Context: an optimization exercise on an open-source flow, tuned for small area and a short achievable clock period. The choices shown serve that exercise and are no tape-out recipe. RTL that was checked went through simulation tests only; none was proved equivalent to the original. Power figures rest on the tool's default switching activity, not on a simulated workload. The clock port is modelled as an ideal driver; clocking choices that lean on that would not hold on a real chip.

Setup of run 1:
==> flow/design.v <==
module strawman_rx_fsm #(
  parameter int DATA_LINE_WIDTH = 40,
  parameter int WORD_SIZE       = 32,
  parameter int TIMEOUT_CYCLES  = 64
) (
  input  logic                       clk,
  input  logic                       rst,
  input  logic [DATA_LINE_WIDTH-1:0] i_flit,
  input  logic                       i_flit_valid,
  output logic [1075:0]              o_protocol_bus,
  output logic                       o_valid,
  input  logic                       i_ready,
  output logic                       o_err,
  output logic                       o_overflow,
  output logic                       o_busy
);
  if (DATA_LINE_WIDTH != 40 || WORD_SIZE != 32 || TIMEOUT_CYCLES < 1) begin : g_bad_cfg
    $error("strawman_rx_fsm: unsupported parameter set");
  end
  logic r_ex, r_dat, r_done, r_busy;
  logic r_valid, r_err, r_ovf;
  logic        rx_mode;
  logic [2:0]  rx_cmd, rx_len;
  logic        rx_azero;           
  logic [31:0] rx_addr;
  logic [5:0]  rx_f1, rx_f2;
  logic [1023:0] rx_data;
  logic [31:0] r_sel;             
  logic        ob_mode;
  logic [2:0]  ob_cmd, ob_len;
  logic [31:0] ob_addr;
  logic [5:0]  ob_f1, ob_f2;
  logic [1023:0] ob_data;
  logic w_hdr, w_bad, w_good, w_last, w_dwe, w_exwe, w_load, w_hold;
  logic [2:0] h_cmd, h_len;
  logic h_mode;
  assign h_mode = i_flit[0];
  assign h_cmd  = i_flit[4:2];
  assign h_len  = i_flit[7:5];
  assign w_hdr  = !r_busy && i_flit_valid && i_flit[1];
  assign w_bad  = h_cmd > 3'd2 || h_len > 3'd5;
  assign w_good = w_hdr && !w_bad;
  always_comb begin
    case (rx_len)
      3'd0:    w_last = r_sel[0];
      3'd1:    w_last = r_sel[1];
      3'd2:    w_last = r_sel[3];
      3'd3:    w_last = r_sel[7];
      3'd4:    w_last = r_sel[15];
      default: w_last = r_sel[31];
    endcase
  end
  assign w_dwe  = r_dat && i_flit_valid;
  assign w_exwe = r_ex && i_flit_valid;
  assign w_load = r_done && (!r_valid || i_ready);
  assign w_hold = r_valid && !i_ready;
  always_ff @(posedge clk) begin
    if (rst) begin
      r_ex    <= 1'b0;
      r_dat   <= 1'b0;
      r_done  <= 1'b0;
      r_busy  <= 1'b0;
      r_valid <= 1'b0;
      r_err   <= 1'b0;
      r_ovf   <= 1'b0;
    end else begin
      r_ex    <= w_good ? (h_mode && h_cmd != 3'd2) : (r_ex && !i_flit_valid);
      r_dat   <= w_good ? (h_cmd != 3'd0 && !(h_mode && h_cmd != 3'd2)) :
                 w_exwe ? (rx_cmd != 3'd0) : (r_dat && !(i_flit_valid && w_last));
      r_done  <= w_good ? (!h_mode && h_cmd == 3'd0) :
                 (w_exwe && rx_cmd == 3'd0) || (w_dwe && w_last);
      r_busy  <= w_good || (r_busy && !r_done);
      r_valid <= w_load || w_hold;
      r_err   <= w_hdr && w_bad;
      if (r_done && !w_load) r_ovf <= 1'b1;
    end
  end
  always_ff @(posedge clk) begin
    if (!r_busy) begin
      rx_mode  <= h_mode;
      rx_cmd   <= h_cmd;
      rx_len   <= h_len;
      rx_azero <= h_mode || h_cmd == 3'd2;
      rx_f1    <= i_flit[13:8];
      rx_f2    <= i_flit[19:14];
      rx_addr  <= i_flit[39:8];
      r_sel    <= 32'h1;
    end else begin
      if (w_exwe) begin
        rx_addr  <= i_flit[31:0];
        rx_azero <= 1'b0;
      end
      if (w_dwe) r_sel <= {r_sel[30:0], 1'b0};
    end
  end
  for (genvar k = 0; k < 32; k++) begin : g_word
    logic w_sel, w_we;
    assign w_sel = r_dat && r_sel[k];
    assign w_we  = w_sel && i_flit_valid;
    always_ff @(posedge clk)
      rx_data[32*k +: 32] <= (i_flit[31:0] & {32{w_we}}) | (rx_data[32*k +: 32] & {32{r_dat}});
  end
  always_ff @(posedge clk) begin
    ob_mode <= (rx_mode & w_load) | (ob_mode & w_hold);
    ob_cmd  <= (rx_cmd & {3{w_load}}) | (ob_cmd & {3{w_hold}});
    ob_len  <= (rx_len & {3{w_load}}) | (ob_len & {3{w_hold}});
    ob_addr <= (rx_addr & {32{w_load && !rx_azero}}) | (ob_addr & {32{w_hold}});
    ob_f1   <= (rx_f1 & {6{w_load && rx_mode}}) | (ob_f1 & {6{w_hold}});
    ob_f2   <= (rx_f2 & {6{w_load && rx_mode}}) | (ob_f2 & {6{w_hold}});
    ob_data <= (rx_data & {1024{w_load}}) | (ob_data & {1024{w_hold}});
  end
  assign o_protocol_bus = {ob_f2, ob_f1, ob_data, ob_addr, ob_len, ob_cmd, 1'b1, ob_mode};
  assign o_valid    = r_valid;
  assign o_err      = r_err;
  assign o_overflow = r_ovf;
  assign o_busy     = r_busy;
endmodule
Settings: LEC_CHECK=0, CAP_MARGIN=20, CORE_MARGIN=2, CORE_UTILIZATION=40, SETUP_SLACK_MARGIN=2.7, SLEW_MARGIN=20; clock period 5.0 ns.
standard.sh (not shown) runs the stock make flow with config.mk's settings and CLKGATE_MAP_FILE= SYNTH_SCRIPT=/design/flow/synth_recipe.tcl, a recipe that flattens the netlist after the stock synthesis.
==> flow/flow/run.sh <==
#!/bin/bash
cp standard.sh standard.sh.txt
export BUFFER_PORTS_ARGS="-buffer_cell sky130_fd_sc_hd__buf_2"
export CTS_ARGS="-sink_clustering_enable -repair_clock_nets -sink_clustering_size 30 -sink_clustering_max_diameter 120 -dont_use_dummy_load"
bash standard.sh MATCH_CELL_FOOTPRINT=0 finish > standard.log 2>&1
Here is what was changed in the inputs of run 2 compared with run 1.
--- a/flow/design.v
+++ b/flow/design.v
@@ -22,13 +22,13 @@
   logic        rx_mode;
   logic [2:0]  rx_cmd, rx_len;
   logic        rx_azero;           
   logic [31:0] rx_addr;
   logic [5:0]  rx_f1, rx_f2;
   logic [1023:0] rx_data;
-  logic [31:0] r_sel;             
+  logic [4:0]  r_cnt;
   logic        ob_mode;
   logic [2:0]  ob_cmd, ob_len;
   logic [31:0] ob_addr;
   logic [5:0]  ob_f1, ob_f2;
   logic [1023:0] ob_data;
   logic w_hdr, w_bad, w_good, w_last, w_dwe, w_exwe, w_load, w_hold;
@@ -37,22 +37,13 @@
   assign h_mode = i_flit[0];
   assign h_cmd  = i_flit[4:2];
   assign h_len  = i_flit[7:5];
   assign w_hdr  = !r_busy && i_flit_valid && i_flit[1];
   assign w_bad  = h_cmd > 3'd2 || h_len > 3'd5;
   assign w_good = w_hdr && !w_bad;
-  always_comb begin
-    case (rx_len)
-      3'd0:    w_last = r_sel[0];
-      3'd1:    w_last = r_sel[1];
-      3'd2:    w_last = r_sel[3];
-      3'd3:    w_last = r_sel[7];
-      3'd4:    w_last = r_sel[15];
-      default: w_last = r_sel[31];
-    endcase
-  end
+  assign w_last = r_cnt == 5'((6'd1 << rx_len) - 6'd1);
   assign w_dwe  = r_dat && i_flit_valid;
   assign w_exwe = r_ex && i_flit_valid;
   assign w_load = r_done && (!r_valid || i_ready);
   assign w_hold = r_valid && !i_ready;
   always_ff @(posedge clk) begin
     if (rst) begin
@@ -73,32 +64,32 @@
       r_valid <= w_load || w_hold;
       r_err   <= w_hdr && w_bad;
       if (r_done && !w_load) r_ovf <= 1'b1;
     end
   end
   always_ff @(posedge clk) begin
-    if (!r_busy) begin
+    if (w_good) begin
       rx_mode  <= h_mode;
       rx_cmd   <= h_cmd;
       rx_len   <= h_len;
       rx_azero <= h_mode || h_cmd == 3'd2;
       rx_f1    <= i_flit[13:8];
       rx_f2    <= i_flit[19:14];
       rx_addr  <= i_flit[39:8];
-      r_sel    <= 32'h1;
+      r_cnt    <= 5'd0;
     end else begin
       if (w_exwe) begin
         rx_addr  <= i_flit[31:0];
         rx_azero <= 1'b0;
       end
-      if (w_dwe) r_sel <= {r_sel[30:0], 1'b0};
+      if (w_dwe) r_cnt <= r_cnt + 5'd1;
     end
   end
   for (genvar k = 0; k < 32; k++) begin : g_word
     logic w_sel, w_we;
-    assign w_sel = r_dat && r_sel[k];
+    assign w_sel = r_dat && r_cnt == 5'(k);
     assign w_we  = w_sel && i_flit_valid;
     always_ff @(posedge clk)
       rx_data[32*k +: 32] <= (i_flit[31:0] & {32{w_we}}) | (rx_data[32*k +: 32] & {32{r_dat}});
   end
   always_ff @(posedge clk) begin
     ob_mode <= (rx_mode & w_load) | (ob_mode & w_hold);
Notes after the runs:
- Cmp run 2 and run 1 / area added between synthesis and finish / lower: run 1
- Compared with run 1, in run 2 part of the cycle the worst path needs fell by 1.5 points, synthesized-area fraction occupied by ao, oa, aoi and oai cells rose by 0.32 points, switching power total flat, overall power consumption lost about 1%.
- Run 1 → run 2: die area decreased by about 1.4% relative to the old numbers, post-detailed-routing wire length saw an increase.
- o_valid as the capture point of the worst path was reported by run 2, and ob_data[414]$_DFF_P_ by run 1.
Only the layout flow was run in run 1; the RTL was not checked for function there.

[static timing again, ports no longer ideal]
The flow's constraints put no driver on any port. The routed layouts listed below were extracted and timed again, unchanged, in two steps.
Step 1: set_driving_cell puts a clkbuf_16 on clk and a buf_2 on each other input, an assumption about the parent block.
Step 2, shift: input delay + t, output delay - t, t = (earliest + latest rising clock arrival at the registers) / 2. This alone moves slack from input paths to output paths.
a / b / c = ideal / step 1 / step 2; a / b = the first two.
run	shift t [ns]	slack for setup (ns)	hold WS [ns]
run 1	0.760	2.670 / 2.656 / 1.896	0.420 / 0.420 / 0.420
run 2	0.781	2.743 / 2.655 / 1.896	0.418 / 0.418 / 0.418
After both steps setup and hold are still met in every run listed. For run 2, which loses most, drivers alone change the setup slack by -0.088 ns; drivers and shift together by -0.847 ns.
